This design comes from an exercise in tuning for small area, a short achievable clock period and few clock cycles on the open sky130 flow, not from production work. Function was checked by simulation only, so behaviour that the tests miss may differ from the original.

===== flow/design.v =====
`default_nettype none
package tetris_pkg;
    localparam int BOARD_W     = 6;
    localparam int BOARD_H     = 12;
    localparam int BOARD_H_EXT = 16;
    typedef logic [2:0] shape_t;
    typedef logic [2:0] col_t;
    typedef logic [3:0] row_t;
    typedef logic [3:0] score_t;
    typedef logic [4:0] count_t;
    typedef logic [BOARD_W*BOARD_H-1:0]     board_t;
    typedef logic [BOARD_W*BOARD_H_EXT-1:0] ext_board_t;
    typedef row_t [BOARD_W-1:0]             heights_t;
    localparam count_t PIECES_PER_GAME = 5'd16;
    localparam shape_t SHAPE_SQUARE = 3'd0;
    localparam shape_t SHAPE_BAR_V  = 3'd1;
    localparam shape_t SHAPE_BAR_H  = 3'd2;
    localparam shape_t SHAPE_J_UP   = 3'd3;
    localparam shape_t SHAPE_L_FLAT = 3'd4;
    localparam shape_t SHAPE_L_UP   = 3'd5;
    localparam shape_t SHAPE_S_V    = 3'd6;
    localparam shape_t SHAPE_Z_FLAT = 3'd7;
    typedef enum logic [2:0] {
        st_idle   = 3'b000,
        st_place  = 3'b001,
        st_clear  = 3'b100,
        st_report = 3'b011,
        st_fail   = 3'b101,
        st_over   = 3'b111
    } game_state_t;
endpackage
`default_nettype wire
`timescale 1ns/1ns
`default_nettype none
module game_ctrl (
    input  logic        clk,
    input  logic        rst_n,
    input  logic        in_valid,
    input  logic        row_full_any,
    input  logic        overflow,
    input  tetris_pkg::board_t      board_vis,
    output logic        accept,
    output tetris_pkg::game_state_t phase,
    output logic        score_valid,
    output logic        tetris_valid,
    output logic        fail,
    output tetris_pkg::score_t      score,
    output tetris_pkg::board_t      tetris
);
    tetris_pkg::game_state_t state_q;
    tetris_pkg::game_state_t state_nxt;
    tetris_pkg::count_t      count_q;
    tetris_pkg::score_t      score_q;
    assign accept = (state_q == tetris_pkg::st_idle) && in_valid;
    assign phase  = state_q;
    always_comb begin
        state_nxt = state_q;
        case (state_q)
            tetris_pkg::st_idle: begin
                if (accept) state_nxt = tetris_pkg::st_place;
            end
            tetris_pkg::st_place, tetris_pkg::st_clear: begin
                if (row_full_any)
                    state_nxt = tetris_pkg::st_clear;
                else if (overflow)
                    state_nxt = tetris_pkg::st_fail;
                else if (count_q == tetris_pkg::PIECES_PER_GAME)
                    state_nxt = tetris_pkg::st_over;
                else
                    state_nxt = tetris_pkg::st_report;
            end
            default: state_nxt = tetris_pkg::st_idle;
        endcase
    end
    always_ff @(posedge clk or negedge rst_n) begin
        if (!rst_n) begin
            state_q <= tetris_pkg::st_idle;
            count_q <= '0;
            score_q <= '0;
        end else begin
            state_q <= state_nxt;
            if (state_q == tetris_pkg::st_fail || state_q == tetris_pkg::st_over)
                count_q <= '0;
            else if (accept)
                count_q <= count_q + 5'd1;
            if (state_q == tetris_pkg::st_fail || state_q == tetris_pkg::st_over)
                score_q <= '0;
            else if (state_q == tetris_pkg::st_clear)
                score_q <= score_q + 4'd1;
        end
    end
    assign score_valid  = (state_q == tetris_pkg::st_report) || (state_q == tetris_pkg::st_fail) ||
                          (state_q == tetris_pkg::st_over);
    assign fail         = (state_q == tetris_pkg::st_fail);
    assign tetris_valid = (state_q == tetris_pkg::st_fail) || (state_q == tetris_pkg::st_over);
    assign score        = score_valid ? score_q : '0;
    assign tetris       = tetris_valid ? board_vis : '0;
endmodule
`default_nettype wire
`timescale 1ns/1ns
`default_nettype none
module column_height (
    input  tetris_pkg::ext_board_t board_ext,
    output tetris_pkg::heights_t   heights
);
    logic [4*tetris_pkg::BOARD_W-1:0] h_flat;
    logic [3:0]                       h_col;
    always_comb begin
        h_flat = '0;
        for (int c = 0; c < tetris_pkg::BOARD_W; c++) begin
            h_col = '0;
            for (int r = 0; r < tetris_pkg::BOARD_H; r++) begin
                if (board_ext[r*tetris_pkg::BOARD_W + c])
                    h_col = 4'(r + 1);
            end
            h_flat[4*c +: 4] = h_col;
        end
    end
    assign heights = h_flat;
endmodule
`default_nettype wire
`timescale 1ns/1ns
`default_nettype none
module drop_solver (
    input  logic     clk,
    input  logic     rst_n,
    input  logic     accept,
    input  tetris_pkg::shape_t   tetrominoes,
    input  tetris_pkg::col_t     position,
    input  tetris_pkg::heights_t heights,
    output tetris_pkg::row_t     land_row,
    output tetris_pkg::shape_t   shape_q,
    output tetris_pkg::col_t     col_q
);
    logic [15:0] h_win;
    logic [15:0] cand;
    logic [15:0] cand_q;
    logic [4*tetris_pkg::BOARD_W-1:0] h_flat;
    tetris_pkg::row_t       max_lo;
    tetris_pkg::row_t       max_hi;
    tetris_pkg::row_t       max_all;
    assign h_flat = heights;
    always_comb begin
        for (int k = 0; k < 4; k++) begin
            h_win[4*k +: 4] = '0;
            for (int c = 0; c < tetris_pkg::BOARD_W; c++) begin
                if (c == int'(position) + k)
                    h_win[4*k +: 4] = h_flat[4*c +: 4];
            end
        end
    end
    always_comb begin
        cand = '0;
        case (tetrominoes)
            tetris_pkg::SHAPE_SQUARE, tetris_pkg::SHAPE_L_UP: begin
                cand[4*0 +: 4] = h_win[4*0 +: 4];
                cand[4*1 +: 4] = h_win[4*1 +: 4];
            end
            tetris_pkg::SHAPE_BAR_V: cand[4*0 +: 4] = h_win[4*0 +: 4];
            tetris_pkg::SHAPE_BAR_H: cand = h_win;
            tetris_pkg::SHAPE_J_UP: begin
                cand[4*0 +: 4] = h_win[4*0 +: 4];
                cand[4*1 +: 4] = h_win[4*1 +: 4] + 4'd2;
            end
            tetris_pkg::SHAPE_S_V: begin
                cand[4*0 +: 4] = h_win[4*0 +: 4];
                cand[4*1 +: 4] = h_win[4*1 +: 4] + 4'd1;
            end
            tetris_pkg::SHAPE_L_FLAT: begin
                cand[4*0 +: 4] = h_win[4*0 +: 4] + 4'd1;
                cand[4*1 +: 4] = h_win[4*1 +: 4];
                cand[4*2 +: 4] = h_win[4*2 +: 4];
            end
            tetris_pkg::SHAPE_Z_FLAT: begin
                cand[4*0 +: 4] = h_win[4*0 +: 4] + 4'd1;
                cand[4*1 +: 4] = h_win[4*1 +: 4] + 4'd1;
                cand[4*2 +: 4] = h_win[4*2 +: 4];
            end
            default: cand = '0;
        endcase
    end
    always_ff @(posedge clk or negedge rst_n) begin
        if (!rst_n) begin
            cand_q  <= '0;
            shape_q <= '0;
            col_q   <= '0;
        end else if (accept) begin
            cand_q  <= cand;
            shape_q <= tetrominoes;
            col_q   <= position;
        end
    end
    assign max_lo  = (cand_q[4*0 +: 4] > cand_q[4*1 +: 4]) ? cand_q[4*0 +: 4] : cand_q[4*1 +: 4];
    assign max_hi  = (cand_q[4*2 +: 4] > cand_q[4*3 +: 4]) ? cand_q[4*2 +: 4] : cand_q[4*3 +: 4];
    assign max_all = (max_lo > max_hi) ? max_lo : max_hi;
    assign land_row = (shape_q == tetris_pkg::SHAPE_L_FLAT || shape_q == tetris_pkg::SHAPE_Z_FLAT) ?
                      max_all - 4'd1 : max_all;
endmodule
`default_nettype wire
`timescale 1ns/1ns
`default_nettype none
module board_store (
    input  logic        clk,
    input  logic        rst_n,
    input  tetris_pkg::game_state_t phase,
    input  tetris_pkg::row_t        land_row,
    input  tetris_pkg::shape_t      shape_q,
    input  tetris_pkg::col_t        col_q,
    output tetris_pkg::ext_board_t  board_ext,
    output tetris_pkg::board_t      board_vis,
    output logic        row_full_any,
    output logic        overflow
);
    tetris_pkg::ext_board_t         board_q;
    tetris_pkg::ext_board_t         board_nxt;
    tetris_pkg::ext_board_t         piece_mask;
    logic [tetris_pkg::BOARD_H-1:0] full_now;
    logic [tetris_pkg::BOARD_H-1:0] full_nxt;
    tetris_pkg::row_t               clr_row;
    localparam int PW = tetris_pkg::BOARD_W;
    localparam int MW = tetris_pkg::BOARD_W*(tetris_pkg::BOARD_H_EXT+2);
    logic [MW-1:0] shape_pat;
    logic [MW-1:0] shape_shl;
    logic [7:0]    shift_amt;
    always_comb begin
        shape_pat = '0;
        shape_pat[2*PW] = 1'b1;
        case (shape_q)
            tetris_pkg::SHAPE_SQUARE: begin
                shape_pat[2*PW + 1] = 1'b1;
                shape_pat[3*PW]     = 1'b1;
                shape_pat[3*PW + 1] = 1'b1;
            end
            tetris_pkg::SHAPE_BAR_V: begin
                shape_pat[3*PW] = 1'b1;
                shape_pat[4*PW] = 1'b1;
                shape_pat[5*PW] = 1'b1;
            end
            tetris_pkg::SHAPE_BAR_H: begin
                shape_pat[2*PW + 1] = 1'b1;
                shape_pat[2*PW + 2] = 1'b1;
                shape_pat[2*PW + 3] = 1'b1;
            end
            tetris_pkg::SHAPE_J_UP: begin
                shape_pat[2*PW + 1] = 1'b1;
                shape_pat[1*PW + 1] = 1'b1;
                shape_pat[0*PW + 1] = 1'b1;
            end
            tetris_pkg::SHAPE_L_FLAT: begin
                shape_pat[3*PW]     = 1'b1;
                shape_pat[3*PW + 1] = 1'b1;
                shape_pat[3*PW + 2] = 1'b1;
            end
            tetris_pkg::SHAPE_L_UP: begin
                shape_pat[3*PW]     = 1'b1;
                shape_pat[4*PW]     = 1'b1;
                shape_pat[2*PW + 1] = 1'b1;
            end
            tetris_pkg::SHAPE_S_V: begin
                shape_pat[3*PW]     = 1'b1;
                shape_pat[2*PW + 1] = 1'b1;
                shape_pat[1*PW + 1] = 1'b1;
            end
            default: begin
                shape_pat[2*PW + 1] = 1'b1;
                shape_pat[3*PW + 1] = 1'b1;
                shape_pat[3*PW + 2] = 1'b1;
            end
        endcase
    end
    assign shift_amt  = 8'(land_row) * 8'(PW) + 8'(col_q);
    assign shape_shl  = shape_pat << shift_amt;
    assign piece_mask = shape_shl[2*PW +: tetris_pkg::BOARD_W*tetris_pkg::BOARD_H_EXT];
    always_comb begin
        clr_row = '0;
        for (int r = 0; r < tetris_pkg::BOARD_H; r++) begin
            full_now[r] = &board_q[r*tetris_pkg::BOARD_W +: tetris_pkg::BOARD_W];
            if (full_now[r])
                clr_row = 4'(r);
        end
    end
    always_comb begin
        board_nxt = board_q;
        case (phase)
            tetris_pkg::st_place: board_nxt = board_q | piece_mask;
            tetris_pkg::st_clear: begin
                for (int r = 0; r < tetris_pkg::BOARD_H_EXT - 1; r++) begin
                    if (r >= int'(clr_row))
                        board_nxt[r*tetris_pkg::BOARD_W +: tetris_pkg::BOARD_W] = board_q[(r+1)*tetris_pkg::BOARD_W +: tetris_pkg::BOARD_W];
                end
                board_nxt[(tetris_pkg::BOARD_H_EXT-1)*tetris_pkg::BOARD_W +: tetris_pkg::BOARD_W] = '0;
            end
            tetris_pkg::st_fail, tetris_pkg::st_over: board_nxt = '0;
            default: board_nxt = board_q;
        endcase
    end
    always_ff @(posedge clk or negedge rst_n) begin
        if (!rst_n)
            board_q <= '0;
        else
            board_q <= board_nxt;
    end
    always_comb begin
        for (int r = 0; r < tetris_pkg::BOARD_H; r++)
            full_nxt[r] = &board_nxt[r*tetris_pkg::BOARD_W +: tetris_pkg::BOARD_W];
    end
    assign row_full_any = |full_nxt;
    assign overflow     = |board_nxt[tetris_pkg::BOARD_H_EXT*tetris_pkg::BOARD_W-1 : tetris_pkg::BOARD_H*tetris_pkg::BOARD_W];
    assign board_ext = board_q;
    assign board_vis = board_q[tetris_pkg::BOARD_H*tetris_pkg::BOARD_W-1:0];
endmodule
`default_nettype wire
`timescale 1ns/1ns
`default_nettype none
module tetris_top (
    input  logic   clk,
    input  logic   rst_n,
    input  logic   in_valid,
    input  tetris_pkg::shape_t tetrominoes,
    input  tetris_pkg::col_t   position,
    output logic   score_valid,
    output tetris_pkg::score_t score,
    output logic   fail,
    output logic   tetris_valid,
    output tetris_pkg::board_t tetris
);
    logic        accept;
    tetris_pkg::game_state_t phase;
    tetris_pkg::ext_board_t  board_ext;
    tetris_pkg::board_t      board_vis;
    logic        row_full_any;
    logic        overflow;
    tetris_pkg::heights_t    heights;
    tetris_pkg::row_t        land_row;
    tetris_pkg::shape_t      shape_q;
    tetris_pkg::col_t        col_q;
    game_ctrl u_game_ctrl (
        .clk          (clk),
        .rst_n        (rst_n),
        .in_valid     (in_valid),
        .row_full_any (row_full_any),
        .overflow     (overflow),
        .board_vis    (board_vis),
        .accept       (accept),
        .phase        (phase),
        .score_valid  (score_valid),
        .tetris_valid (tetris_valid),
        .fail         (fail),
        .score        (score),
        .tetris       (tetris)
    );
    column_height u_column_height (
        .board_ext (board_ext),
        .heights   (heights)
    );
    drop_solver u_drop_solver (
        .clk         (clk),
        .rst_n       (rst_n),
        .accept      (accept),
        .tetrominoes (tetrominoes),
        .position    (position),
        .heights     (heights),
        .land_row    (land_row),
        .shape_q     (shape_q),
        .col_q       (col_q)
    );
    board_store u_board_store (
        .clk          (clk),
        .rst_n        (rst_n),
        .phase        (phase),
        .land_row     (land_row),
        .shape_q      (shape_q),
        .col_q        (col_q),
        .board_ext    (board_ext),
        .board_vis    (board_vis),
        .row_full_any (row_full_any),
        .overflow     (overflow)
    );
endmodule
`default_nettype wire

===== flow/run.sh =====
#!/bin/bash
# synth_recipe.tcl (not shown) runs the flow's synth.tcl, then flattens the netlist and writes it again
# the make line also repeats each setting of config.mk as NAME=value (left out here)
make -C /OpenROAD-flow-scripts/flow DESIGN_CONFIG=/design/flow/config.mk WORK_HOME=/design/flow/orfs CLKGATE_MAP_FILE= SYNTH_SCRIPT=/design/flow/synth_recipe.tcl finish

===== flow/config.mk =====
export PLATFORM = sky130hd
export DESIGN_NAME = tetris_top
export DESIGN_NICKNAME = tetris_top
export VERILOG_FILES = /design/flow/design.v
export SDC_FILE = /design/flow/constraint.sdc
export NUM_CORES = 4
export LEC_CHECK = 0
export CAP_MARGIN = 20
export CORE_MARGIN = 2
export CORE_UTILIZATION = 30
export SLEW_MARGIN = 20

===== flow/constraint.sdc =====
create_clock -name core_clock -period 12.0 [get_ports {clk}]
set_input_delay 2.4000 -clock core_clock [delete_from_list [all_inputs] [get_ports {clk}]]
set_output_delay 2.4000 -clock core_clock [all_outputs]
set_load 0.01 [all_outputs]

==> summary.txt <==
==> cell usage in the layout, fill, tap and decap left out, drive strengths merged, types with 14 or more instances in the layout <==
master         instances
ha                    28
o31ai                 22
a21oi                187
clkbuf                21
o21ai                211
a22oi                 17
mux2i                 33
nor2b                 19
dfrtp                130
nand4                 27
and3                  71
a31oi                 29
buf                   30
nor4                  16
nand2b                16
xnor2                 16
a221oi                26
nor3                  48
clkdlybuf4s50         86
inv                   48
nor2                 273
o21bai                15
o22ai                 28
and2                  14
nand2                184
nand3                 50
==> final cells by class <==
class / instances / area share
Multi-Input combinational cell: 1553 / 0.613
Sequential cell: 130 / 0.217
Timing Repair Buffer: 116 / 0.0724
Tap cell: 592 / 0.0492
Clock buffer: 21 / 0.0313
Inverter: 49 / 0.0122
Clock inverter: 11 / 0.00541
==> path summary, 6_finish.rpt <==
path	slack (ns)	start	cells after the start	to
max in group asynchronous	8.62	rst_n	2	u_game_ctrl.state_q[0]$_DFFE_PN0P_
worst min register to register	0.50	u_drop_solver.cand_q[7]$_DFFE_PN0P_	2	u_drop_solver.cand_q[7]$_DFFE_PN0P_
worst min-delay path	0.50	u_drop_solver.cand_q[7]$_DFFE_PN0P_	2	u_drop_solver.cand_q[7]$_DFFE_PN0P_
worst max register to register	3.26	u_drop_solver.cand_q[5]$_DFFE_PN0P_	31	u_game_ctrl.state_q[2]$_DFFE_PN0P_
min in group asynchronous	1.91	rst_n	1	u_board_store.board_q[30]$_DFF_PN0_
worst max-delay path	3.26	u_drop_solver.cand_q[5]$_DFFE_PN0P_	31	u_game_ctrl.state_q[2]$_DFFE_PN0P_
==> cells by family after synthesis <==
kind of cell	Yosys count	synth area share
buffers and inverters	200	0.0630
AOI/OAI and AO/OA	673	0.321
muxes	51	0.0450
adders and majority gates	31	0.0303
DFF	130	0.245
and+or+nand+nor	770	0.276
xor gates and xnor gates	28	0.0190
==> metal layers <==
| metal | up-vias | global-route usage |
|---|---|---|
| li1 | 6899 | - |
| met1 | 7549 | 0.370 |
| met2 | 993 | 0.421 |
| met3 | 168 | 0.0640 |
| met4 | 2 | 0.127 |
| met5 | - | 0 |
==> state kept, by name, indices dropped and copies added, names as in the netlist <==
| register | flops |
|---|---|
| u_board_store.board_q | 96 |
| u_drop_solver.cand_q | 16 |
| u_game_ctrl.count_q | 5 |
| u_game_ctrl.score_q | 4 |
| u_drop_solver.col_q | 3 |
| u_drop_solver.shape_q | 3 |
| u_game_ctrl.state_q | 3 |
==> worst reg2reg max path, delay by kind of cell, from the launching register on <==
kind            cells  cell delay [ns]
compound gates     13             3.58
xor+xnor            1             0.11
fa+ha+maj           4             1.99
buf+inv             2             0.11
flops               1             0.39
mux                 1             0.25
simple gates       10             2.23
==> stage by stage <==
| step | hold WS (ns) | area [um^2] | instances | util |
|---|---|---|---|---|
| after detailed placement | 0.482 | 14500 | 2440 | 0.330 |
| final | 0.495 | 15000 | 2472 | 0.342 |
| after global placement | 0.481 | 14500 | 2440 | 0.330 |
| after CTS | 0.499 | 15000 | 2472 | 0.342 |
| after global routing | 0.538 | 15000 | 2472 | 0.342 |
| after floorplan | 0.450 | 13300 | 1883 | - |
==> summary.md <==
| Metric | Value |
|---|---|
| Initial antenna violation count | `2` |
| Avg Synthesized Cell Area | `7.05 um^2` |
| First drt pass iteration count | `6` |
| Status | `complete, no violations` |
| IO Port Bufs | `87` |
| Wire length on met3 | `6.82 mm` |
| Cell variety after synth | `approximately 110` |
| Worst EP arrival | `9.12 ns` |
| Initial core utilization | `0.302` |
| Most instantiated cells after synthesis | `nor2_1, o21ai_0, nand2_1` |
| Final wirelength | `65.1 mm` |
| Die Wd | `214 um` |
| Post-synthesis sequential area ratio | `0.245` |
| Count leader, synth | `nor2_1` |
| Asr flop ratio synth | `1.00` |
| Final TNS setup | `0 ns` |
| Die Ht | `214 um` |
| Endpoints failing hold | `0` |
| Hpwl dp | `48.2 mm` |
| Worst-Margin Slew | `1.14 ns` |
| Die area | `between 40000 and 50000 um^2` |
| Largest cells by area after synthesis | `dfrtp_1, nor2_1, o21ai_0` |
| Critical Path RT | `12.38 ns` |
| Total Routing Usage GR | `0.276` |
| Total gr overflow | `0` |
| H-Tree Depth | `4` |
| Multi-input gate area | `9220 um^2` |
| Clk root buf | `clkbuf_16` |
| Top sig layer | `met5` |
| Period minus WS final | `8.74 ns` |
| TritonCTS Sinks | `130` |
| Primary FF master, synth | `dfrtp_1` |
| Layout area overhead | `13.3%` |
| Slew Limit Fails | `0` |
| DR WL/cell | `~26 um` |
| Hold Buf Count CTS | `0` |
| Startpoint Class | `flop` |
| Detail Route Antenna Nets | `0` |
| Vias in the first global route | `~14000` |
| Hold Crit Class | `reg -> reg` |
| Met2 wire len | `28.4 mm` |
| FP Rows | `77` |
| Syn_nets | `1922` |
| CTS tree | `built` |
| Seq cells post-synth | `130` |
| Max-cap viol count | `0` |
| Fmax | `114 MHz` |
| Slowest stage cell, crit path | `fa_1` |
| CTS clk-pin slew, worst paths | `0.07 ns` |
| Worst slack, placed | `3.51 ns` |
| Critical path peak fanout | `24` |
| Pin count of the biggest net entering global routing | `71` |
| Drc violations | `0` |
| Worst-skew pair later-pin latency | `0.45 ns` |
| Cts repair resizes | `0` |
| Via-per-instance ratio | `about 6.3` |
| WL met1 | `26.7 mm` |
| Synthesized cell area | `13300 um^2` |
| Vias | `15600` |
| RSZ-0062 raised after global routing | `no` |
| Bufs on Longest Clock Path | `2` |
| Final Cycle Share | `0.728` |
| Layout cells sized above 1 | `0.0691` |
| Core Box Area | `43900 um^2` |
| Synth area leader | `dfrtp_1` |
| Critical path type | `reg -> reg` |
| Clock buffer count from CTS | `17` |
| Sequential Area | `about 3300 um^2` |
| Max stage delay on crit path | `1.04 ns` |
| Delay-heaviest family, CP | `compound AO/OA/AOI/OAI gates` |
| Setup Fix Bufs, Post-CTS | `0` |
| Synth Instances | `around 1900` |
| Yosys top cell area share | `0.245` |
| Number of synthesized flops with an enable pin | `0` |
| Worst rel slew slack | `0.229` |
| CP Capture Type | `flop` |
| I/O Pins | `88` |
| Placer congestion estimate | `1.05` |
| Fillers | `4778` |
| Diode count | `0` |
| Final setup margin | `3.26 ns` |
| First-pass GRT wire length | `96.9 mm` |
| DR iter-0 viols | `2288` |
| WP buf/inv | `2` |
| Final Setup Violations | `0` |
| Clock skew | `0.0118 ns` |
| Yosys warns | `4` |
| Layout net count | `1906` |
Testbench counts, summed over its fixed seeds: cycles 10,251.

separate check: timing with driven ports:
In the flow no input, the clock included, has a driving cell. The finished layout below was timed again as built, in two steps.
Step 1 (the two cells are an assumption about what drives the block):
set clk [get_ports {clk}]
set_driving_cell -lib_cell sky130_fd_sc_hd__clkbuf_16 $clk
set_driving_cell -lib_cell sky130_fd_sc_hd__buf_2 [delete_from_list [all_inputs] $clk]
Step 2, shift: input delay + t, output delay - t, t = (earliest + latest rising clock arrival at the registers) / 2. This alone moves slack from input paths to output paths.
Slacks: ideal / step 1 / step 2; pairs: ideal / step 1.
t, ns: 0.498
slack for setup (ns): 3.263 / 3.263 / 3.263
hold slack, ns: 0.495 / 0.495 / 0.495
worst setup path after step 2: register to register
pins driven straight from the clock port: 1
After both steps this run still meets setup and hold. For this run, drivers alone change the setup slack by 0.000 ns; drivers and shift together by 0.000 ns.
